From an optimization exercise on the open Yosys and OpenROAD flow, aimed at small area; shortcuts taken in it are not production practice.
In this exercise RTL edits were held to simulation tests only and were not proved equivalent to the original.
Power figures rest on the tool's default switching activity, not on a simulated workload.

<file path="flow/config.mk">
export PLATFORM = sky130hd
export DESIGN_NAME = rs_branch
export DESIGN_NICKNAME = rs_branch
export VERILOG_FILES = /design/flow/design.v
export SDC_FILE = /design/flow/constraint.sdc
export NUM_CORES = 4
export LEC_CHECK = 0
export CAP_MARGIN = 20
export CELL_PAD_IN_SITES_DETAIL_PLACEMENT = 1
export CELL_PAD_IN_SITES_GLOBAL_PLACEMENT = 1
export CORE_MARGIN = 2
export CORE_UTILIZATION = 30
export PLACE_DENSITY = 0.4
export SLEW_MARGIN = 20
export SYNTH_HIERARCHICAL = 1
</file>
<file path="flow/constraint.sdc">
create_clock -name core_clock -period 7.0 [get_ports {clk}]
set_input_delay 1.4000 -clock core_clock [delete_from_list [all_inputs] [get_ports {clk}]]
set_output_delay 1.4000 -clock core_clock [all_outputs]
set_load 0.01 [all_outputs]
</file>
<file path="flow/design.v">
`timescale 1ns/1ps
module rs_branch_ao3 (
  input  logic s0, d0,
  input  logic s1, d1,
  input  logic s2, d2,
  output logic y
);
  assign y = (s0 & d0) | (s1 & d1) | (s2 & d2);
endmodule
module rs_branch_ao5 (
  input  logic s0, d0,
  input  logic s1, d1,
  input  logic s2, d2,
  input  logic s3, d3,
  input  logic s4, d4,
  output logic y
);
  assign y = (s0 & d0) | (s1 & d1) | (s2 & d2) | (s3 & d3) | (s4 & d4);
endmodule
`timescale 1ns/1ps
module rs_branch_ao4 (
  input  logic s0, d0,
  input  logic s1, d1,
  input  logic s2, d2,
  input  logic s3, d3,
  output logic y
);
  assign y = (s0 & d0) | (s1 & d1) | (s2 & d2) | (s3 & d3);
endmodule
module rs_branch_aoi3 (
  input  logic s0, d0,
  input  logic s1, d1,
  input  logic s2, d2,
  output logic y_n
);
  assign y_n = ~((s0 & d0) | (s1 & d1) | (s2 & d2));
endmodule
`timescale 1ns/1ps
module rs_branch (
  input  logic        clk,
  input  logic        reset,
  input  logic        prmiss,
  input  logic        prsuccess,
  input  logic [4:0]  prtag,
  input  logic [4:0]  specfixtag,
  output logic [3:0]  busyvec,
  output logic [3:0]  prbusyvec_next,
  input  logic        clear_busy,
  input  logic [1:0]  issue_addr,
  output logic [3:0]  ready,
  output logic [31:0] ex_src1,
  output logic [31:0] ex_src2,
  output logic [86:0] payload,
  output logic        specbit,
  input  logic        we1,
  input  logic [1:0]  waddr1,
  input  logic [86:0] wpayload_1,
  input  logic [31:0] wsrc1_1,
  input  logic [31:0] wsrc2_1,
  input  logic        wvalid1_1,
  input  logic        wvalid2_1,
  input  logic        wspecbit_1,
  input  logic        we2,
  input  logic [1:0]  waddr2,
  input  logic [86:0] wpayload_2,
  input  logic [31:0] wsrc1_2,
  input  logic [31:0] wsrc2_2,
  input  logic        wvalid1_2,
  input  logic        wvalid2_2,
  input  logic        wspecbit_2,
  input  logic [63:0] exrslt,
  input  logic [11:0] exdst,
  input  logic [1:0]  kill_spec
);
  logic [86:0] pl   [4];
  logic [31:0] src1 [4];
  logic [31:0] src2 [4];
  logic [3:0]  valid1, valid2, busy, spec;
  logic [31:0] rslt0, rslt1;
  logic [5:0]  dst0, dst1;
  assign rslt0 = exrslt[31:0];
  assign rslt1 = exrslt[63:32];
  assign dst0  = exdst[5:0];
  assign dst1  = exdst[11:6];
  logic [3:0] isel;       
  logic [3:0] wr1, wr2;   
  logic [3:0] take1;      
  logic [3:0] ld1, ld2;   
  logic [3:0] w0_1, w1_1, w0_2, w1_2;   
  logic [3:0] k0_1, k1_1, h_1, k0_2, k1_2, h_2;   
  logic [3:0] g_1, g_2;   
  logic [3:0] survive, hit;
  for (genvar i = 0; i < 4; i++) begin : g_ctl
    assign isel[i]  = issue_addr == i;
    assign wr1[i]   = we1 && waddr1 == i;
    assign wr2[i]   = we2 && waddr2 == i;
    assign take1[i] = wr1[i];
    assign ld1[i]   = !busy[i] && take1[i];
    assign ld2[i]   = !busy[i] && !take1[i];
    assign w0_1[i] = !valid1[i] && !kill_spec[0] && src1[i][5:0] == dst0;
    assign w1_1[i] = !valid1[i] && !kill_spec[1] && src1[i][5:0] == dst1 && !w0_1[i];
    assign w0_2[i] = !valid2[i] && !kill_spec[0] && src2[i][5:0] == dst0;
    assign w1_2[i] = !valid2[i] && !kill_spec[1] && src2[i][5:0] == dst1 && !w0_2[i];
    assign k0_1[i] = busy[i] && w0_1[i];
    assign k1_1[i] = busy[i] && w1_1[i];
    assign h_1[i]  = busy[i] && !w0_1[i] && !w1_1[i];
    assign k0_2[i] = busy[i] && w0_2[i];
    assign k1_2[i] = busy[i] && w1_2[i];
    assign h_2[i]  = busy[i] && !w0_2[i] && !w1_2[i];
    assign g_1[i] = isel[i] && !w0_1[i] && !w1_1[i];
    assign g_2[i] = isel[i] && !w0_2[i] && !w1_2[i];
    assign survive[i] = (pl[i][11:7] & specfixtag) == 5'b0;
    assign hit[i]     = pl[i][11:7] == prtag;
  end
  logic [86:0] pl_d   [4];
  logic [31:0] src1_d [4];
  logic [31:0] src2_d [4];
  for (genvar i = 0; i < 4; i++) begin : g_ent
    for (genvar j = 0; j < 87; j++) begin : g_pl
      if (j >= 7 && j <= 11) begin : g_tag
        rs_branch_ao3 u_d (
          .s0(busy[i]), .d0(pl[i][j]),
          .s1(ld1[i]),  .d1(wpayload_1[j]),
          .s2(ld2[i]),  .d2(wpayload_2[j]),
          .y (pl_d[i][j])
        );
      end else begin : g_inv
        rs_branch_aoi3 u_d (
          .s0(busy[i]), .d0(pl[i][j]),
          .s1(ld1[i]),  .d1(wpayload_1[j]),
          .s2(ld2[i]),  .d2(wpayload_2[j]),
          .y_n(pl_d[i][j])
        );
      end
    end
    for (genvar j = 0; j < 32; j++) begin : g_src
      rs_branch_ao5 u_d1 (
        .s0(h_1[i]),  .d0(src1[i][j]),
        .s1(k0_1[i]), .d1(rslt0[j]),
        .s2(k1_1[i]), .d2(rslt1[j]),
        .s3(ld1[i]),  .d3(wsrc1_1[j]),
        .s4(ld2[i]),  .d4(wsrc1_2[j]),
        .y (src1_d[i][j])
      );
      rs_branch_ao5 u_d2 (
        .s0(h_2[i]),  .d0(src2[i][j]),
        .s1(k0_2[i]), .d1(rslt0[j]),
        .s2(k1_2[i]), .d2(rslt1[j]),
        .s3(ld1[i]),  .d3(wsrc2_1[j]),
        .s4(ld2[i]),  .d4(wsrc2_2[j]),
        .y (src2_d[i][j])
      );
    end
  end
  logic [3:0] ph;
  always_ff @(posedge clk) begin
    for (int i = 0; i < 4; i++) begin
      ph[i]   <= !(busy[i] && ph[i]);
      pl[i]   <= pl_d[i];
      src1[i] <= src1_d[i];
      src2[i] <= src2_d[i];
      valid1[i] <= (busy[i] && (valid1[i] || w0_1[i] || w1_1[i]))
                 || (ld1[i] && wvalid1_1) || (ld2[i] && wvalid1_2);
      valid2[i] <= (busy[i] && (valid2[i] || w0_2[i] || w1_2[i]))
                 || (ld1[i] && wvalid2_1) || (ld2[i] && wvalid2_2);
      spec[i]   <= (busy[i] && spec[i] && !prmiss && !(prsuccess && hit[i]))
                 || (ld1[i] && wspecbit_1) || (ld2[i] && wspecbit_2);
    end
  end
  always_ff @(posedge clk) begin
    for (int i = 0; i < 4; i++) begin
      if (reset)
        busy[i] <= 1'b0;
      else if (prmiss)
        busy[i] <= busy[i] && survive[i];
      else
        busy[i] <= (busy[i] || ((wr1[i] || wr2[i]) && !prsuccess))
                && !(clear_busy && isel[i]);
    end
  end
  assign busyvec        = busy;
  assign prbusyvec_next = busy & survive;
  assign ready          = busy & valid1 & valid2;
  logic f0_1, f1_1, f0_2, f1_2;
  assign f0_1 = |(isel & w0_1);
  assign f1_1 = |(isel & w1_1);
  assign f0_2 = |(isel & w0_2);
  assign f1_2 = |(isel & w1_2);
  logic        ph_sel;
  logic [86:0] pl_rd;
  assign ph_sel = |(isel & ph);
  for (genvar j = 0; j < 87; j++) begin : g_rpl
    rs_branch_ao4 u_rd (
      .s0(isel[0]), .d0(pl[0][j]),
      .s1(isel[1]), .d1(pl[1][j]),
      .s2(isel[2]), .d2(pl[2][j]),
      .s3(isel[3]), .d3(pl[3][j]),
      .y (pl_rd[j])
    );
    if (j >= 7 && j <= 11) begin : g_tag
      assign payload[j] = pl_rd[j];
    end else begin : g_inv
      assign payload[j] = pl_rd[j] ^ ph_sel;
    end
  end
  for (genvar j = 0; j < 32; j++) begin : g_rsrc
    logic a1_n, b1_n, a2_n, b2_n;
    rs_branch_aoi3 u_a1 (
      .s0(g_1[0]), .d0(src1[0][j]),
      .s1(g_1[1]), .d1(src1[1][j]),
      .s2(f0_1),   .d2(rslt0[j]),
      .y_n(a1_n)
    );
    rs_branch_aoi3 u_b1 (
      .s0(g_1[2]), .d0(src1[2][j]),
      .s1(g_1[3]), .d1(src1[3][j]),
      .s2(f1_1),   .d2(rslt1[j]),
      .y_n(b1_n)
    );
    rs_branch_aoi3 u_a2 (
      .s0(g_2[0]), .d0(src2[0][j]),
      .s1(g_2[1]), .d1(src2[1][j]),
      .s2(f0_2),   .d2(rslt0[j]),
      .y_n(a2_n)
    );
    rs_branch_aoi3 u_b2 (
      .s0(g_2[2]), .d0(src2[2][j]),
      .s1(g_2[3]), .d1(src2[3][j]),
      .s2(f1_2),   .d2(rslt1[j]),
      .y_n(b2_n)
    );
    assign ex_src1[j] = ~(a1_n & b1_n);
    assign ex_src2[j] = ~(a2_n & b2_n);
  end
  assign specbit = |(isel & spec & ~({4{prsuccess}} & hit));
endmodule
</file>
<file path="flow/flow/run.sh">
#!/bin/bash
# The standard ORFS layout (standard.sh, unchanged synthesis), with two
# layout options changed:
#  - port buffers are plain buf_1 cells instead of the delay buffers that
#    buffer_ports picks by default;
#  - the clock tree uses small clkbuf_4 cells on small sink clusters and no
#    dummy loads.
# make's full output goes to standard.log; ORFS keeps each step's log under
# orfs/logs/.
set -euo pipefail
bash standard.sh \
  BUFFER_PORTS_ARGS="-buffer_cell sky130_fd_sc_hd__buf_1" \
  CTS_ARGS="-sink_clustering_enable -repair_clock_nets -dont_use_dummy_load -buf_list sky130_fd_sc_hd__clkbuf_4 -sink_clustering_size 8 -sink_clustering_max_diameter 40" \
  finish > standard.log 2>&1
</file>
<file path="flow/standard.sh">
#!/bin/bash
# synth_recipe.tcl (not shown) runs the flow's synth.tcl, then flattens the netlist and writes it again
# the make line also repeats each setting of config.mk as NAME=value (left out here)
make -C /OpenROAD-flow-scripts/flow DESIGN_CONFIG=/design/flow/config.mk WORK_HOME=/design/flow/orfs CLKGATE_MAP_FILE= SYNTH_SCRIPT=/design/flow/synth_recipe.tcl "${@:-finish}"
</file>
==> impl_metrics.yaml, run 1 <==
pwr:
  p_leak_uw: 0.01239
  peakVddDrop_uv: 145.5
  power_density_nw_per_um2: 238.9
routing:
  avgViaCountPerCell: 7.001
  ant_nets: 0
  dr.first_iter.drc_count: 6168
  post_drt_wl_per_cell_um: 36.42
  vias: 32940
  firstDrtPassIters: 11
  finalWirelength_mm: 171.4
  drc: 0
global_route:
  grtUsageTotal_pct: 34.21
  antenna_found_initial: 57
  grt_pass1_wl_mm: 241.7
  grt_max_degree: 123
  grt_pass1_vias: 34120
  grt_overflow_total: 0
clocking:
  htree_levels: 4
  hold_buffers: 0
  clk_pin_slew_ns: 0.06
  post-cts-setup-buffers: 0
  cts_tree: "yes"
  cts.sinks: 624
  cts_made_buffers: 133
  clkLatencyLatePin_ns: 1.05
  cts_resized: 0
  cts_buffer_depth: 3
  cts_root_buf: "clkbuf_4"
sta:
  timing.final.crit_share_pct: 86.18
  finalCriticalPeriod_ns: 6.032
  worst_slew_margin_rel_pct: 19.43
  drv_slew: 0
  fmax_ghz: 0.1658
  finalHoldViolations: 0
  fin_setup_tns_ns: 0
  setup_viol: 0
  rsz0062_at_grt: "no"
  tightest_slew_ns: 1.209
  clock_skew_ns: 0.09814
critical_path:
  critPathKind: "input port to primary output"
  max_stage_delay_ns: 0.88
  worstPathArrival_ns: 4.63
  path_max_fanout: 22
  endpoint_kind: "primary output"
  crit_chain: "buf_1, xnor2_1, nand4_1, nor4_4, nor2_1, mux4_2, buf_4, a222oi_1, nand2_1, buf_1"
  critPathTopFamily: "buffers and inverters"
  required_ns: 5.60
  start_kind: "input port"
  worstPathBufferInverterCount: 3
  crit_slowest_cell: "mux4_2"
  cpMostUsedCell: "buf_1"
placed_design:
  portBuffers: 572
  gp_congestion: 0.9070
  place_hpwl_mm: 99.39
synthesis:
  yosysUniqueCellTypes: 40
  syn_avg_cell_area_sq_um: 10.49
  ys_ff_latch: 624
  synth_nets: 3078
  syn_inst: 2669
  async_flop_share_pct: 0
  synth_seq_area_share_pct: 44.62
  synth_edf_count: 0
  syn_area_sq_um: 27990
  synth.yosys.warnings: 16
  synth_flop_cell: "dfxtp_1"
die:
  start_util_pct: 30.13
  die_h_um: 309.5
  die_x_um: 309.5
  dieArea_sq_um: 95770
  core_area_sq_um: 92910
  rows: 112
  io_pins: 573
finish:
  final_core_utilization_pct: 36.11
  fin_nets: 3820
  area_delta_synth_final_pct: 19.85
  layout_commonest_cell: "a222oi_1"
  fill_cells: 10720
  drive_gt1_share_pct: 7.656
  layout_common_cells: "a222oi_1 (732), dfxtp_1 (620), buf_1 (572)"
status:
  outcome: "finished clean"
worst_hold_path:
  min_path_type: "register to register"
flow_run:
  drv_cap: 0
flip-flops by register name, indices dropped and copies added, names as in the netlist:
| register | flops |
|---|---|
| valid1 | 4 |
| ph | 4 |
| busy | 4 |
| valid2 | 4 |
| src1 | 128 |
| src2 | 128 |
| pl | 348 |
| spec | 4 |
path summary, 6_finish.rpt:
kind                                from     endpoint  slack, ns  cells after the start
worst max-delay path            exdst[0]  ex_src1[31]       0.97                     10
worst min register to register     ph[0]        ph[0]       0.40                      1
worst max register to register   busy[1]    pl[1][83]       3.95                      4
worst min-delay path               ph[0]        ph[0]       0.40                      1
metal layers:
layer | wire length, um | global-route usage (%) | vias to the layer above
met1 | 64990 | 40.89 | 16750
met4 | 9099 | 20.37 | 40
met3 | 16920 | 8.313 | 520
met5 | 255 | 0 | -
li1 | - | - | 13570
met2 | 80100 | 55.66 | 2064
modules after synthesis (local to each module, per instance):
module	flip-flops and latches	cells inside	times used
rs_branch_ao5	0	3	256
rs_branch_ao4	0	3	87
rs_branch	624	1144	1
rs_branch_ao3	0	2	20
rs_branch_aoi3	0	1	456
synth_stat cells (5+ instances only):
library cell / count / area share, %
nand4_1: 17 / 0.38
nor2_1: 39 / 0.52
nor3_1: 17 / 0.30
a22oi_1: 435 / 12
xnor2_1: 44 / 1.4
mux2i_1: 6 / 0.21
nor4_1: 9 / 0.20
nand3_1: 14 / 0.25
and2_1: 9 / 0.20
nand3b_1: 6 / 0.16
inv_1: 33 / 0.44
clkbuf_1: 7 / 0.094
a21oi_1: 13 / 0.23
mux2_2: 6 / 0.24
buf_4: 7 / 0.19
and3_1: 10 / 0.22
xor2_1: 154 / 4.8
buf_6: 5 / 0.20
buf_2: 16 / 0.29
a222oi_1: 732 / 26
o32a_1: 6 / 0.21
dfxtp_1: 624 / 45
nand2_1: 424 / 5.7
cell families (layout without fill, tap and decap cells):
kind of cell,after synthesis,in the layout,synth area share (%)
compound gates,1201,1201,38.66
simple gates,561,561,8.510
flops,624,624,44.62
buf+inv,69,809,1.225
xor+xnor,198,198,6.195
mux,16,16,0.7911
other cells,0,42,0
power breakdown:
| part | total [uW] | internal [uW] | switching (uW) | leakage (uW) |
|---|---|---|---|---|
| registers | 4160 | 3890 | 264 | 0.00527 |
| clock network | 2290 | 867 | 1430 | 0.000612 |
| logic | 1570 | 541 | 1020 | 0.00652 |
stage by stage:
step	power [uW]	std cells	cell area, sq um	setup WS (ns)	hold WS [ns]
2_1_floorplan	4969	2669	28010	0.007521	0.3631
3_3_place_gp	5714	4530	32450	1.103	0.3757
3_5_place_dp	5772	4530	32450	1.055	0.3792
4_1_cts	8066	4663	33450	1.056	0.3974
5_1_grt	8398	4691	33520	0.8591	0.4112
6_report	8014	4705	33550	0.9677	0.3965
area by class of cell:
type	instances	area, sq um	area share (%)
antenna	42	105.1	0.3133
sequential	624	12510	37.28
inverter	33	123.9	0.3692
timing repair buffer	643	2843	8.473
multi-input combinational	1976	15400	45.91
clock buffer	133	998.5	2.976
tap	1254	1569	4.676
==> inputs of run 2 (changes only) <==
--- a/flow/config.mk
+++ b/flow/config.mk
@@ -8,8 +8,8 @@
 export CAP_MARGIN = 20
 export CELL_PAD_IN_SITES_DETAIL_PLACEMENT = 1
-export CELL_PAD_IN_SITES_GLOBAL_PLACEMENT = 1
+export CELL_PAD_IN_SITES_GLOBAL_PLACEMENT = 2
 export CORE_MARGIN = 2
 export CORE_UTILIZATION = 30
-export PLACE_DENSITY = 0.4
+export PLACE_DENSITY = 0.35
 export SLEW_MARGIN = 20
 export SYNTH_HIERARCHICAL = 1
==> run 2 against run 1 <==
  * Sequential power about the same
  * Combinational power about the same
  * Cell area increased by 0.20%
  * Synthesized area unchanged
  * Global-route usage decreased by 0.52 points
==> impl_metrics.yaml, run 2 <==
synthesis:
  synth_mux_area_share_pct: 0.7911
  synthTopCellsByArea: "dfxtp_1 (45%), a222oi_1 (26%), a22oi_1 (12%)"
  synth_edf_count: 0
  synth_fa_ha_area_share_pct: 0
  synth.yosys.warnings: 16
  synth-simple-area-share_pct: 8.510
  syn_avg_cell_area_sq_um: 10.49
  async_flop_share_pct: 0
  syn_inst: 2669
  synth_top_area_share_pct: 44.62
  synth_seq_area_share_pct: 44.62
  synthXorXnorAreaFrac_pct: 6.195
  ys_ff_latch: 624
  syn_area_sq_um: 27990
  synth_top_family_by_area: "compound AO/OA/AOI/OAI gates"
  synth_compound_area_share_pct: 38.66
  synth_flop_cell: "dfxtp_1"
  yosysTopAreaCell: "dfxtp_1"
  synth_nets: 3078
  ys_top_cells_by_count: "a222oi_1 (732), dfxtp_1 (624), a22oi_1 (435)"
  yosysUniqueCellTypes: 40
  synth.most_common_cell: "a222oi_1"
finish:
  largest_reg_flops: 348
  fill_cells: 10770
  layout_common_cells: "a222oi_1 (732), dfxtp_1 (620), buf_1 (572)"
  regMostFlops: "pl"
  area_delta_synth_final_pct: 20.09
  fin_nets: 3834
  drive_gt1_share_pct: 7.946
  layout_commonest_cell: "a222oi_1"
  reg.largest.list: "pl: 348 flops, src1: 128 flops, src2: 128 flops"
critical_path:
  required_ns: 5.60
  worstPathArrival_ns: 4.71
  r2r_start: "busy[3]"
  ff2ff_setup_slack_ns: 3.40
  max_stage_delay_ns: 0.92
  start_kind: "input port"
  crit_chain: "buf_1, xor2_1, nor4_4, mux4_1, buf_4, a222oi_1, nand2_1, buf_1"
  endpoint_kind: "primary output"
  r2r.worst_path.cells: 5
  cpMostUsedCell: "buf_1"
  crit_slowest_cell: "mux4_1"
  startpoint: "exdst[5]"
  r2r_end: "src1[3][0]"
  path_max_fanout: 11
  critPathKind: "input port to primary output"
sta:
  fin_setup_tns_ns: 0
  finalHoldViolations: 0
  finalCriticalPeriod_ns: 6.114
  drv_slew: 0
  setup_viol: 0
  worst_slew_margin_rel_pct: 25.65
  rsz0062_at_grt: "no"
  timing.final.crit_share_pct: 87.35
  tightest_slew_ns: 1.113
  clock_skew_ns: 0.09415
  post-route-worst-setup-slack_ns: 0.8858
  fmax_ghz: 0.1636
die:
  io_pins: 573
  core_area_sq_um: 92910
  die_h_um: 309.5
  dieArea_sq_um: 95770
  die_x_um: 309.5
  rows: 112
  start_util_pct: 30.13
routing:
  firstDrtPassIters: 11
  dr.first_iter.drc_count: 5950
  drc: 0
  finalWirelength_mm: 169.6
  vias: 32740
  ant_nets: 0
  avgViaCountPerCell: 6.953
  post_drt_wl_per_cell_um: 36.01
placed_design:
  portBuffers: 572
  dp_slack_ns: 1.027
  place_hpwl_mm: 99.85
  gp_congestion: 0.8954
pwr:
  peakVddDrop_uv: 148.2
  swShare_pct: 33.66
  combPwrFrac_pct: 19.6
  clockPowerShare_pct: 28.7
  internal_power_uw: 5317
  p_leak_uw: 0.01247
  seqPwrFrac_pct: 51.7
  power_density_nw_per_um2: 238.4
  p_sw_uw: 2698
flow_run:
  drv_cap: 0
worst_hold_path:
  hold_path_startpoint: "ph[0]"
  hold_depth: 1
  hold_end: "ph[0]"
  min_path_type: "register to register"
status:
  outcome: "finished clean"
global_route:
  grt_pass1_vias: 33360
  antenna_found_initial: 53
  grt_max_degree: 124
  grt_pass1_wl_mm: 237.7
  grt_overflow_total: 0
  grtUsageTotal_pct: 33.69
clocking:
  cts_buffer_depth: 3
  hold_buffers: 0
  post-cts-setup-buffers: 0
  htree_levels: 4
  cts_root_buf: "clkbuf_4"
  cts_tree: "yes"
  cts.sinks: 624
  clkLatencyLatePin_ns: 1.07
  cts_made_buffers: 135
  clk_pin_slew_ns: 0.09
  cts_resized: 0
-- run 2: cell counts after synthesis --
No cell type changed its count.
-- run 2: worst max path at each step --
stage,end,slack (ns),depth (start not counted)
6_report,ex_src1[31],0.89,8
4_1_cts,ex_src1[31],1.03,8
3_5_place_dp,ex_src1[21],1.03,9
3_3_place_gp,ex_src1[21],1.06,9
5_1_grt,ex_src1[31],0.79,8
2_1_floorplan,src1[1][0],0.008,4
-- run 2: metrics by stage --
| stage | instance area, sq um | hold slack (ns) | utilization [%] | std cells | power, uW |
|---|---|---|---|---|---|
| after detailed placement | 32520 | 0.3786 | 35.01 | 4542 | 5765 |
| final | 33620 | 0.4010 | 36.18 | 4709 | 8015 |
| after global routing | 33590 | 0.4207 | 36.16 | 4699 | 8383 |
| after CTS | 33540 | 0.4017 | 36.10 | 4677 | 8069 |
| after global placement | 32480 | 0.3745 | 34.96 | 4540 | 5708 |
| after floorplan | 28010 | 0.3631 | - | 2669 | 4969 |
-- run 2: cell families after synthesis --
kind of cell           count (synthesis)
buffers and inverters                 69
flip-flops                           624
multiplexers                          16
AND/OR/NAND/NOR                      561
XOR/XNOR                             198
AO/OA/AOI/OAI                       1201
-- run 2: layout make-up --
type / count / area [sq um] / area share [%]
Multi-Input combinational cell: 1976 / 15400 / 45.81
Antenna cell: 32 / 80.08 / 0.2382
Clock buffer: 135 / 1013 / 3.015
Timing Repair Buffer: 655 / 2923 / 8.694
Tap cell: 1254 / 1569 / 4.667
Inverter: 33 / 123.9 / 0.3685
Sequential cell: 624 / 12510 / 37.20
-- run 2: power groups by stage --
stage	logic [uW]	registers, uW	clock network [uW]
after global routing	1680	4180	2520
after CTS	1550	4140	2380
after floorplan	841	4130	0
after detailed placement	1550	4210	0
after global placement	1510	4200	0
final	1570	4140	2300
-- run 2: per-module statistics from Yosys, one instance, submodules excluded --
module          times used  flops+latches  cells  area (sq um)
rs_branch                1            624   1144         16080
rs_branch_ao5          256              0      3         21.27
rs_branch_aoi3         456              0      1         10.01
rs_branch_ao4           87              0      3         18.77
rs_branch_ao3           20              0      2         13.76
-- run 2: critical path: cells and delay by family --
family,cells,cell delay [ns]
buffers and inverters,3,1.29
multiplexers,1,0.92
AND/OR/NAND/NOR,2,0.70
XOR/XNOR,1,0.23
AO/OA/AOI/OAI,1,0.14
-- run 2: per-layer routing --
metal / part of all wire [%] / up-vias / GRT usage (%)
li1: - / 13600 / -
met1: 39 / 16700 / 41.26
met2: 46 / 1943 / 53.56
met3: 10 / 455 / 9.072
met4: 4.6 / 46 / 18.67
met5: 0.17 / - / 0
==> inputs of run 3 (changes only) <==
--- a/flow/flow/run.sh
+++ b/flow/flow/run.sh
@@ -11,4 +11,4 @@
 bash standard.sh \
   BUFFER_PORTS_ARGS="-buffer_cell sky130_fd_sc_hd__buf_1" \
-  CTS_ARGS="-sink_clustering_enable -repair_clock_nets -dont_use_dummy_load -buf_list sky130_fd_sc_hd__clkbuf_4 -sink_clustering_size 8 -sink_clustering_max_diameter 40" \
+  CTS_ARGS="-sink_clustering_enable -repair_clock_nets -dont_use_dummy_load -buf_list sky130_fd_sc_hd__clkbuf_4 -sink_clustering_size 8 -sink_clustering_max_diameter 60" \
   finish > standard.log 2>&1
--- a/flow/config.mk
+++ b/flow/config.mk
@@ -8,8 +8,8 @@
 export CAP_MARGIN = 20
 export CELL_PAD_IN_SITES_DETAIL_PLACEMENT = 1
-export CELL_PAD_IN_SITES_GLOBAL_PLACEMENT = 2
+export CELL_PAD_IN_SITES_GLOBAL_PLACEMENT = 1
 export CORE_MARGIN = 2
 export CORE_UTILIZATION = 30
-export PLACE_DENSITY = 0.35
+export PLACE_DENSITY = 0.4
 export SLEW_MARGIN = 20
 export SYNTH_HIERARCHICAL = 1
==> run 3 against run 2 <==
  * Synthesized area is the same
  * Combinational power about the same
  * Sequential share of layout area is 0.39 points higher
  * Clock power fell by 14%
  * Synthesized cell count did not move
  * Via count shrank 0.20%
  * Clock skew increased by 0.021 ns
  * Non-clock buffer count shrank 12
  * Critical path type unchanged
  * Critical endpoint unchanged
  * Largest cell class unchanged
  * Largest power group unchanged
==> impl_metrics.yaml, run 3 <==
critical_path:
  ff2ff_setup_slack_ns: 3.97
  critPathKind: "input port to primary output"
  path_max_fanout: 22
  required_ns: 5.60
  r2r_start: "busy[1]"
  start_kind: "input port"
  r2r_end: "src2[1][24]"
  worstPathArrival_ns: 4.58
  endpoint_kind: "primary output"
  r2r.worst_path.cells: 5
die:
  rows: 112
  io_pins: 573
  dieArea_sq_um: 95770
  die_h_um: 309.5
  core_area_sq_um: 92910
  die_x_um: 309.5
  start_util_pct: 30.13
worst_hold_path:
  hold_end: "ph[0]"
  hold_path_startpoint: "ph[0]"
  hold_depth: 1
  min_path_type: "register to register"
finish:
  fin_nets: 3780
  layout_common_cells: "a222oi_1 (732), dfxtp_1 (620), buf_1 (572)"
  drive_gt1_share_pct: 6.560
  reg.largest.list: "pl: 348 flops, src1: 128 flops, src2: 128 flops"
  layout_commonest_cell: "a222oi_1"
  area_delta_synth_final_pct: 18.83
  largest_reg_flops: 348
  regMostFlops: "pl"
  fill_cells: 10740
synthesis:
  synth_top_area_share_pct: 44.62
  synth_flop_cell: "dfxtp_1"
  yosysTopAreaCell: "dfxtp_1"
  synth-simple-area-share_pct: 8.510
  ys_ff_latch: 624
  synth.most_common_cell: "a222oi_1"
  synth_compound_area_share_pct: 38.66
  synth_seq_area_share_pct: 44.62
  syn_avg_cell_area_sq_um: 10.49
  async_flop_share_pct: 0
  yosysUniqueCellTypes: 40
  synthXorXnorAreaFrac_pct: 6.195
  synth_top_family_by_area: "compound AO/OA/AOI/OAI gates"
  synthTopCellsByArea: "dfxtp_1 (45%), a222oi_1 (26%), a22oi_1 (12%)"
  synth_nets: 3078
  ys_top_cells_by_count: "a222oi_1 (732), dfxtp_1 (624), a22oi_1 (435)"
  synth_edf_count: 0
  synth_mux_area_share_pct: 0.7911
  syn_inst: 2669
  synth.yosys.warnings: 16
  syn_area_sq_um: 27990
  synth_fa_ha_area_share_pct: 0
pwr:
  power_density_nw_per_um2: 231.1
  p_leak_uw: 0.01221
  peakVddDrop_uv: 107.4
global_route:
  grt_pass1_vias: 33720
  grt_pass1_wl_mm: 240.8
  grt_overflow_total: 0
  antenna_found_initial: 58
  grtUsageTotal_pct: 33.99
  grt_max_degree: 123
sta:
  rsz0062_at_grt: "no"
  finalHoldViolations: 0
  tightest_slew_ns: 1.200
  whs_ns: 0.4038
  setup_viol: 0
  drv_slew: 0
  fin_setup_tns_ns: 0
  finalCriticalPeriod_ns: 5.978
  timing.final.crit_share_pct: 85.40
  worst_slew_margin_rel_pct: 20.01
  clock_skew_ns: 0.1149
  fmax_ghz: 0.1673
routing:
  post_drt_wl_per_cell_um: 36.64
  ant_nets: 0
  dr.first_iter.drc_count: 5951
  finalWirelength_mm: 171.1
  avgViaCountPerCell: 6.996
  firstDrtPassIters: 14
  vias: 32680
  drc: 0
clocking:
  cts_tree: "yes"
  cts_resized: 0
  hold_buffers: 0
  cts.sinks: 624
  clk_pin_slew_ns: 0.09
  htree_levels: 3
  cts_root_buf: "clkbuf_4"
  cts_made_buffers: 93
  cts_buffer_depth: 3
  clkLatencyLatePin_ns: 0.99
  post-cts-setup-buffers: 0
placed_design:
  portBuffers: 572
  place_hpwl_mm: 99.39
  gp_congestion: 0.9070
status:
  outcome: "finished clean"
flow_run:
  drv_cap: 0
[run 3: report_power, final]
group | switching [uW] | leakage (uW) | internal, uW
registers | 265 | 0.00527 | 3890
logic | 1020 | 0.00652 | 541
clock network | 1360 | 0.000428 | 605
[run 3: worst max path at each step]
stage,start,to,slack (ns),cells after the start
3_3_place_gp,exdst[0],ex_src1[10],1.10,10
3_5_place_dp,exdst[0],ex_src1[31],1.06,10
5_1_grt,exdst[0],ex_src1[31],0.86,10
2_1_floorplan,waddr1[1],src1[1][0],0.008,4
4_1_cts,exdst[0],ex_src1[31],1.06,10
6_report,exdst[5],ex_src1[31],1.02,9
[run 3: kinds of logic after synthesis]
family,after synthesis
mux,16
simple gates,561
xor+xnor,198
compound gates,1201
flops,624
buf+inv,69
[run 3: stage by stage]
step | worst slack (ns) | total power (uW) | cell area, sq um | instances | utilization (%)
2_1_floorplan | 0.007521 | 4969 | 28010 | 2669 | -
6_report | 1.022 | 7687 | 33270 | 4671 | 35.80
3_5_place_dp | 1.055 | 5772 | 32450 | 4530 | 34.92
5_1_grt | 0.8589 | 8039 | 33230 | 4655 | 35.76
3_3_place_gp | 1.103 | 5714 | 32450 | 4530 | 34.92
4_1_cts | 1.056 | 7734 | 33150 | 4623 | 35.68
[run 3: critical path, cell delays in order]
cell and delay, ns:
buf_1 0.52, xor2_1 0.23, nor4_4 0.50, nor2_1 0.09, mux4_2 0.86, buf_4 0.35, a222oi_1 0.36, nand2_1 0.11
buf_1 0.15
[run 3: area by class of cell]
class	count	area (sq um)	share of cell area, %
antenna	48	120.1	0.3611
clock buffer	93	698.2	2.099
inverter	33	123.9	0.3724
multi-input combinational	1976	15400	46.31
sequential	624	12510	37.60
tap	1254	1569	4.717
timing repair buffer	643	2843	8.546
[run 3: Yosys stat by module, one instance, submodules excluded]
module | cells inside | area (sq um) | copies in the design | flops+latches
rs_branch | 1144 | 16080 | 1 | 624
rs_branch_ao5 | 3 | 21.27 | 256 | 0
rs_branch_ao4 | 3 | 18.77 | 87 | 0
rs_branch_ao3 | 2 | 13.76 | 20 | 0
rs_branch_aoi3 | 1 | 10.01 | 456 | 0
[run 3: layer usage]
layer	vias up	share of wire, %	track usage [%]
met4	34	5.2	19.25
met5	-	0.13	0
met2	2025	47	55.55
li1	13480	-	-
met1	16670	38	40.97
met3	469	9.5	7.945
==> inputs of run 4 (changes only) <==
--- a/flow/design.v
+++ b/flow/design.v
@@ -18,4 +18,12 @@
   assign y = (s0 & d0) | (s1 & d1) | (s2 & d2) | (s3 & d3) | (s4 & d4);
 endmodule
+module rs_branch_aoi3 (
+  input  logic s0, d0,
+  input  logic s1, d1,
+  input  logic s2, d2,
+  output logic y_n
+);
+  assign y_n = ~((s0 & d0) | (s1 & d1) | (s2 & d2));
+endmodule
 `timescale 1ns/1ps
 module rs_branch_ao4 (
@@ -27,12 +35,4 @@
 );
   assign y = (s0 & d0) | (s1 & d1) | (s2 & d2) | (s3 & d3);
-endmodule
-module rs_branch_aoi3 (
-  input  logic s0, d0,
-  input  logic s1, d1,
-  input  logic s2, d2,
-  output logic y_n
-);
-  assign y_n = ~((s0 & d0) | (s1 & d1) | (s2 & d2));
 endmodule
 `timescale 1ns/1ps
@@ -89,5 +89,4 @@
   logic [3:0] w0_1, w1_1, w0_2, w1_2;   
   logic [3:0] k0_1, k1_1, h_1, k0_2, k1_2, h_2;   
-  logic [3:0] g_1, g_2;   
   logic [3:0] survive, hit;
   for (genvar i = 0; i < 4; i++) begin : g_ctl
@@ -108,6 +107,4 @@
     assign k1_2[i] = busy[i] && w1_2[i];
     assign h_2[i]  = busy[i] && !w0_2[i] && !w1_2[i];
-    assign g_1[i] = isel[i] && !w0_1[i] && !w1_1[i];
-    assign g_2[i] = isel[i] && !w0_2[i] && !w1_2[i];
     assign survive[i] = (pl[i][11:7] & specfixtag) == 5'b0;
     assign hit[i]     = pl[i][11:7] == prtag;
@@ -182,9 +179,4 @@
   assign prbusyvec_next = busy & survive;
   assign ready          = busy & valid1 & valid2;
-  logic f0_1, f1_1, f0_2, f1_2;
-  assign f0_1 = |(isel & w0_1);
-  assign f1_1 = |(isel & w1_1);
-  assign f0_2 = |(isel & w0_2);
-  assign f1_2 = |(isel & w1_2);
   logic        ph_sel;
   logic [86:0] pl_rd;
@@ -205,31 +197,18 @@
   end
   for (genvar j = 0; j < 32; j++) begin : g_rsrc
-    logic a1_n, b1_n, a2_n, b2_n;
-    rs_branch_aoi3 u_a1 (
-      .s0(g_1[0]), .d0(src1[0][j]),
-      .s1(g_1[1]), .d1(src1[1][j]),
-      .s2(f0_1),   .d2(rslt0[j]),
-      .y_n(a1_n)
+    rs_branch_ao4 u_rd1 (
+      .s0(isel[0]), .d0(src1_d[0][j]),
+      .s1(isel[1]), .d1(src1_d[1][j]),
+      .s2(isel[2]), .d2(src1_d[2][j]),
+      .s3(isel[3]), .d3(src1_d[3][j]),
+      .y (ex_src1[j])
     );
-    rs_branch_aoi3 u_b1 (
-      .s0(g_1[2]), .d0(src1[2][j]),
-      .s1(g_1[3]), .d1(src1[3][j]),
-      .s2(f1_1),   .d2(rslt1[j]),
-      .y_n(b1_n)
+    rs_branch_ao4 u_rd2 (
+      .s0(isel[0]), .d0(src2_d[0][j]),
+      .s1(isel[1]), .d1(src2_d[1][j]),
+      .s2(isel[2]), .d2(src2_d[2][j]),
+      .s3(isel[3]), .d3(src2_d[3][j]),
+      .y (ex_src2[j])
     );
-    rs_branch_aoi3 u_a2 (
-      .s0(g_2[0]), .d0(src2[0][j]),
-      .s1(g_2[1]), .d1(src2[1][j]),
-      .s2(f0_2),   .d2(rslt0[j]),
-      .y_n(a2_n)
-    );
-    rs_branch_aoi3 u_b2 (
-      .s0(g_2[2]), .d0(src2[2][j]),
-      .s1(g_2[3]), .d1(src2[3][j]),
-      .s2(f1_2),   .d2(rslt1[j]),
-      .y_n(b2_n)
-    );
-    assign ex_src1[j] = ~(a1_n & b1_n);
-    assign ex_src2[j] = ~(a2_n & b2_n);
   end
   assign specbit = |(isel & spec & ~({4{prsuccess}} & hit));
==> run 4 against run 3 <==
  * Routed wire length is 6.1% lower
  * Critical endpoint is now ex_src1[15]
  * Highest routed layer unchanged
  * Critical path type unchanged
  * Cell area is 1.4% lower
  * Synthesized cell count is 1.2% lower
  * Still clean
==> impl_metrics.yaml, run 4 <==
status:
  outcome: "finished clean"
finish:
  reg.largest.list: "pl: 348 flops, src1: 128 flops, src2: 128 flops"
  layout_common_cells: "dfxtp_1 (620), a222oi_1 (604), buf_1 (572)"
  final_core_utilization_pct: 35.94
  fin_nets: 3759
  drive_gt1_share_pct: 6.840
  layout_commonest_cell: "dfxtp_1"
  largest_reg_flops: 348
  regMostFlops: "pl"
  final_cell_area_sq_um: 32790
  finalNonFillerCells: 4569
  area_delta_synth_final_pct: 19.13
critical_path:
  endpoint_kind: "primary output"
  critPathTopFamily: "simple AND/OR/NAND/NOR gates"
  crit_chain: "buf_1, xnor2_1, nand4_1, nor4_1, and3b_2, buf_4, a22oi_1, nand2_1, a22oi_1, nand2_1, buf_1"
  max_stage_delay_ns: 0.99
  r2r_start: "src1[1][2]"
  critPathKind: "input port to primary output"
  r2r.worst_path.cells: 7
  path_max_fanout: 27
  crit_slowest_cell: "and3b_2"
  ff2ff_setup_slack_ns: 3.97
  crit_end: "ex_src1[15]"
  crit_cells: 11
  worstPathBufferInverterCount: 3
  r2r_end: "src1[1][26]"
  worstPathArrival_ns: 4.84
  required_ns: 5.60
  startpoint: "exdst[8]"
  start_kind: "input port"
sta:
  rsz0062_at_grt: "no"
  tightest_slew_ns: 1.101
  timing.final.crit_share_pct: 89.18
  setup_viol: 0
  whs_ns: 0.4004
  fmax_ghz: 0.1602
  drv_slew: 0
  finalHoldViolations: 0
  worst_slew_margin_rel_pct: 26.62
  clock_skew_ns: 0.09543
  finalCriticalPeriod_ns: 6.242
synthesis:
  synth_flop_cell: "dfxtp_1"
  synth_compound_area_share_pct: 38.49
  synth_edf_count: 0
  yosysTopAreaCell: "dfxtp_1"
  synthTopCellsByArea: "dfxtp_1 (45%), a222oi_1 (22%), a22oi_1 (15%)"
  synth_mux_area_share_pct: 0.6363
  synth_top_family_by_area: "compound AO/OA/AOI/OAI gates"
  async_flop_share_pct: 0
  ys_ff_latch: 624
  synth.yosys.warnings: 16
  syn_inst: 2636
  synth_seq_area_share_pct: 45.38
  syn_avg_cell_area_sq_um: 10.44
  syn_area_sq_um: 27530
  synth_nets: 3045
  synthXorXnorAreaFrac_pct: 6.300
  yosysUniqueCellTypes: 34
  synth_fa_ha_area_share_pct: 0
  ys_top_cells_by_count: "dfxtp_1 (624), a222oi_1 (604), a22oi_1 (566)"
  synth_top_area_share_pct: 45.38
  synth.most_common_cell: "dfxtp_1"
  synth-simple-area-share_pct: 7.954
clocking:
  post-cts-setup-buffers: 0
  clk_pin_slew_ns: 0.09
  cts_made_buffers: 92
  cts_root_buf: "clkbuf_4"
  cts_tree: "yes"
  clkLatencyLatePin_ns: 1.00
  htree_levels: 3
  hold_buffers: 0
  cts_resized: 0
  cts_buffer_depth: 3
  cts.sinks: 624
die:
  rows: 111
  core_area_sq_um: 91250
  dieArea_sq_um: 94200
  die_h_um: 306.9
  io_pins: 573
  start_util_pct: 30.17
  die_x_um: 306.9
global_route:
  antenna_found_initial: 66
  grt_max_degree: 132
  grt_pass1_wl_mm: 227.9
  grt_overflow_total: 0
  grtUsageTotal_pct: 32.49
  grt_pass1_vias: 32170
placed_design:
  placed_area_sq_um: 31990
  dpl.cell_count: 4441
  portBuffers: 572
  gp_congestion: 0.8462
  place_hpwl_mm: 99.05
pwr:
  peakVddDrop_uv: 94.37
  power_density_nw_per_um2: 232.3
  p_leak_uw: 0.01218
  p_total_uw: 7618
routing:
  ant_nets: 0
  drc: 0
  wl_met2_mm: 75.02
  wl_met3_mm: 15.64
  vias: 31470
  dr.first_iter.drc_count: 5350
  avgViaCountPerCell: 6.888
  firstDrtPassIters: 10
  post_drt_wl_per_cell_um: 35.17
  dr.max_layer_used: "met5"
  finalWirelength_mm: 160.7
  met1_length_mm: 63.52
worst_hold_path:
  min_path_type: "register to register"
flow_run:
  drv_cap: 0
-- run 4: worst min path at each step --
stage,startpoint,to,cells after the start
floorplan,ph[2],ph[2],1
global placement,ph[0],ph[0],1
detailed placement,ph[2],ph[2],1
CTS,ph[2],ph[2],1
global route,ph[0],ph[0],1
finish,ph[2],ph[2],1
-- run 4: where the power goes --
| group | internal, uW | switching (uW) | leakage, uW |
|---|---|---|---|
| clock network | 599 | 1380 | 0.000423 |
| logic | 536 | 1030 | 0.00649 |
| registers | 3890 | 194 | 0.00527 |
| total | 5020 | 2600 | 0.0122 |
-- run 4: final cells by class --
cell class	count	area, sq um
repair buffers	656	3048
clock buffers	92	690.7
fillers	10530	58450
flip-flops and latches	624	12510
inverters	27	101.3
diodes	35	87.58
well taps	1186	1484
multi-input cells	1949	14880
-- run 4: kinds of logic after synthesis --
logic type | after synthesis
AO/OA/AOI/OAI | 1211
XOR/XNOR | 198
buffers and inverters | 63
flip-flops | 624
multiplexers | 14
AND/OR/NAND/NOR | 526
-- run 4: per-module statistics from Yosys (local to each module, per instance) --
module	copies in the design	cell area (sq um)	cells inside
rs_branch_aoi3	328	10.01	1
rs_branch_ao3	20	13.76	2
rs_branch_ao4	151	18.77	3
rs_branch_ao5	256	21.27	3
rs_branch	1	15690	1047
-- run 4: metrics by stage --
stage	setup TNS (ns)	setup slack [ns]
detailed placement	0	0.8384
global route	0	0.6200
global placement	0	0.9438
floorplan	-144.98	-1.662
finish	0	0.7577
CTS	0	0.8364
-- run 4: routing by layer --
metal	GRT usage (%)	up-vias
met5	0	-
met4	14.52	66
met3	8.415	377
met2	52.28	1773
met1	40.81	16080
li1	-	13180
==> inputs of run 5 (changes only) <==
--- a/flow/flow/run.sh
+++ b/flow/flow/run.sh
@@ -11,4 +11,4 @@
 bash standard.sh \
   BUFFER_PORTS_ARGS="-buffer_cell sky130_fd_sc_hd__buf_1" \
-  CTS_ARGS="-sink_clustering_enable -repair_clock_nets -dont_use_dummy_load -buf_list sky130_fd_sc_hd__clkbuf_4 -sink_clustering_size 8 -sink_clustering_max_diameter 60" \
+  CTS_ARGS="-sink_clustering_enable -repair_clock_nets -dont_use_dummy_load -buf_list sky130_fd_sc_hd__clkbuf_4 -sink_clustering_size 8 -sink_clustering_max_diameter 80" \
   finish > standard.log 2>&1
==> run 5 against run 4 <==
  * Count of clock-buffer cells in the layout is 4 lower
  * Maximum frequency fell by 0.24%
  * Die area stayed put
  * Critical path depth unchanged
  * Register-to-register slack worse by 0.07 ns
  * Synthesized cell count unchanged
  * Final cell count barely moved
  * Cell area about the same
  * Critical endpoint unchanged
  * Highest routed layer unchanged
==> impl_metrics.yaml, run 5 <==
pwr:
  p_total_uw: 7579
  p_leak_uw: 0.01216
  power_density_nw_per_um2: 231.3
  peakVddDrop_uv: 110.0
placed_design:
  placed_area_sq_um: 31990
  gp_congestion: 0.8462
  portBuffers: 572
  place_hpwl_mm: 99.05
sta:
  rsz0062_at_grt: "no"
  setup_viol: 0
  fin_setup_tns_ns: 0
  tightest_slew_ns: 1.113
  finalHoldViolations: 0
  worst_slew_margin_rel_pct: 25.83
  clock_skew_ns: 0.09581
  timing.final.crit_share_pct: 89.39
  finalCriticalPeriod_ns: 6.257
  fmax_ghz: 0.1598
  drv_slew: 0
finish:
  regMostFlops: "pl"
  final_cell_area_sq_um: 32770
  layout_commonest_cell: "dfxtp_1"
  drive_gt1_share_pct: 6.728
  reg.largest.list: "pl: 348 flops, src1: 128 flops, src2: 128 flops"
  fill_cells: 10550
  area_delta_synth_final_pct: 19.04
  fin_nets: 3755
  multiInputGateArea_sq_um: 14880
  largest_reg_flops: 348
  layout_common_cells: "dfxtp_1 (620), a222oi_1 (604), buf_1 (572)"
  seq_area_sq_um: 12510
  final_core_utilization_pct: 35.91
routing:
  drc: 0
  wl_met2_mm: 74.72
  met1_length_mm: 63.91
  finalWirelength_mm: 160.6
  wl_met3_mm: 15.46
  firstDrtPassIters: 10
  avgViaCountPerCell: 6.873
  ant_nets: 0
  dr.first_iter.drc_count: 5314
  post_drt_wl_per_cell_um: 35.16
  vias: 31390
  dr.max_layer_used: "met5"
die:
  dieArea_sq_um: 94200
  core_area_sq_um: 91250
  io_pins: 573
  rows: 111
  die_h_um: 306.9
  start_util_pct: 30.17
  die_x_um: 306.9
clocking:
  cts_buffer_depth: 3
  cts.sinks: 624
  post-cts-setup-buffers: 0
  clkLatencyLatePin_ns: 0.99
  cts_root_buf: "clkbuf_4"
  cts_resized: 0
  cts_tree: "yes"
  hold_buffers: 0
  cts_made_buffers: 88
  htree_levels: 3
  clk_pin_slew_ns: 0.09
global_route:
  grt_pass1_wl_mm: 228.1
  grtUsageTotal_pct: 32.51
  antenna_found_initial: 63
  grt_max_degree: 132
  grt_overflow_total: 0
  grt_pass1_vias: 32220
worst_hold_path:
  hold_path_startpoint: "ph[2]"
  hold_depth: 1
  hold_end: "ph[2]"
  min_path_type: "register to register"
critical_path:
  critPathKind: "input port to primary output"
  worstPathArrival_ns: 4.86
  r2r.worst_path.cells: 7
  worstPathBufferInverterCount: 3
  ff2ff_setup_slack_ns: 3.90
  r2r_end: "src1[1][26]"
  max_stage_delay_ns: 1.02
  crit_chain: "buf_1, xnor2_1, nand4_1, nor4_1, and3b_2, buf_4, a22oi_1, nand2_1, a22oi_1, nand2_1, buf_1"
  crit_slowest_cell: "and3b_2"
  critPathTopFamily: "simple AND/OR/NAND/NOR gates"
  endpoint_kind: "primary output"
  r2r_start: "src1[1][3]"
  start_kind: "input port"
  required_ns: 5.60
  path_max_fanout: 27
synthesis:
  synth_seq_area_share_pct: 45.38
  synth_nets: 3045
  async_flop_share_pct: 0
  ys_top_cells_by_count: "dfxtp_1 (624), a222oi_1 (604), a22oi_1 (566)"
  synth_flop_cell: "dfxtp_1"
  yosysTopAreaCell: "dfxtp_1"
  synth_top_area_share_pct: 45.38
  synth.yosys.warnings: 16
  ys_ff_latch: 624
  syn_avg_cell_area_sq_um: 10.44
  synth_edf_count: 0
  synth.most_common_cell: "dfxtp_1"
  synthTopCellsByArea: "dfxtp_1 (45%), a222oi_1 (22%), a22oi_1 (15%)"
  yosysUniqueCellTypes: 34
  syn_area_sq_um: 27530
  syn_inst: 2636
status:
  outcome: "finished clean"
flow_run:
  drv_cap: 0
run 5: cell counts after synthesis:
Identical to the previous run, type by type.
run 5: metal layers:
metal	vias up	GRT usage [%]
met2	1789	52.27
li1	13160	-
met4	58	14.83
met5	-	0
met1	16030	40.90
met3	355	8.201
run 5: worst reg2reg max path, cell delays in order (launching register included):
cell	delay (ns)
dfxtp_1	0.50
xnor2_1	0.16
nand4_1	0.10
nor4_1	0.65
and3b_2	1.02
buf_4	0.33
a22oi_1	0.10
nand2_1	0.13
run 5: kinds of logic after synthesis:
| family | share of synthesized area [%] |
|---|---|
| AO/OA/AOI/OAI | 38.49 |
| flip-flops | 45.38 |
| buffers and inverters | 1.236 |
| XOR/XNOR | 6.300 |
| multiplexers | 0.6363 |
| AND/OR/NAND/NOR | 7.954 |
run 5: modules after synthesis, one instance, submodules excluded:
module | area (sq um) | flops+latches
rs_branch_ao5 | 21.27 | 0
rs_branch_ao4 | 18.77 | 0
rs_branch | 15690 | 624
rs_branch_aoi3 | 10.01 | 0
rs_branch_ao3 | 13.76 | 0
run 5: worst max-delay path by stage:
| stage | cells after the start | slack [ns] | end | startpoint |
|---|---|---|---|---|
| CTS | 11 | 0.84 | ex_src1[15] | exdst[8] |
| global route | 10 | 0.63 | ex_src1[30] | exdst[9] |
| floorplan | 7 | -1.66 | ex_src1[0] | we1 |
| finish | 11 | 0.74 | ex_src1[15] | exdst[8] |
| global placement | 11 | 0.94 | ex_src1[18] | exdst[8] |
| detailed placement | 11 | 0.84 | ex_src1[15] | exdst[8] |
run 5: area by class of cell:
cell class / instances / area share (%)
Antenna cell: 37 / 0.2826
Clock buffer: 88 / 2.016
Inverter: 27 / 0.3093
Multi-Input combinational cell: 1949 / 45.40
Sequential cell: 624 / 38.17
Tap cell: 1186 / 4.528
Timing Repair Buffer: 656 / 9.301
run 5: power by group:
part	switching [uW]	internal, uW	leakage (uW)
sequential	194	3890	0.00527
combinational	1030	536	0.00649
clock	1360	575	0.000405
total	2580	5000	0.0122
run 5: stage by stage:
stage	cells	worst slack [ns]	hold WS [ns]
floorplan	2636	-1.662	0.3631
global placement	4441	0.9438	0.3735
detailed placement	4441	0.8384	0.3813
CTS	4529	0.8364	0.4054
global route	4556	0.6250	0.4207
finish	4567	0.7428	0.4000

[afterwards: timing with drivers on the ports]
In the flow no input, the clock included, has a driving cell. The finished layouts below were timed again as built, in two steps. Step 1, drivers: a clkbuf_16 drives clk and a buf_2 each remaining input, both assumed. Step 2 times the ports against the registers' clock, not the clock port: input delays grow and output delays shrink by t, the midpoint of the rising clock arrivals with the driver on. a / b / c = ideal / step 1 / step 2; a / b = the first two.
| run | t (ns) | setup WS [ns] | worst setup path at the end | worst register clock-pin slew, ns | worst slew at a driven data input, ns |
|---|---|---|---|---|---|
| run 1 | 1.083 | 0.968 / 0.938 / 0.938 | input to output | 0.10 / 0.10 | 0.17 |
| run 2 | 1.090 | 0.886 / 0.857 / 0.857 | input to output | 0.10 / 0.10 | 0.17 |
| run 3 | 1.005 | 1.022 / 0.990 / 0.990 | input to output | 0.11 / 0.11 | 0.17 |
| run 4 | 1.017 | 0.758 / 0.733 / 0.733 | input to output | 0.11 / 0.11 | 0.14 |
| run 5 | 1.010 | 0.743 / 0.719 / 0.719 | input to output | 0.12 / 0.12 | 0.17 |
After both steps setup and hold are still met in every run listed. The setup slack of run 3, which loses most, moves by -0.032 ns with the drivers and by -0.032 ns with both steps.
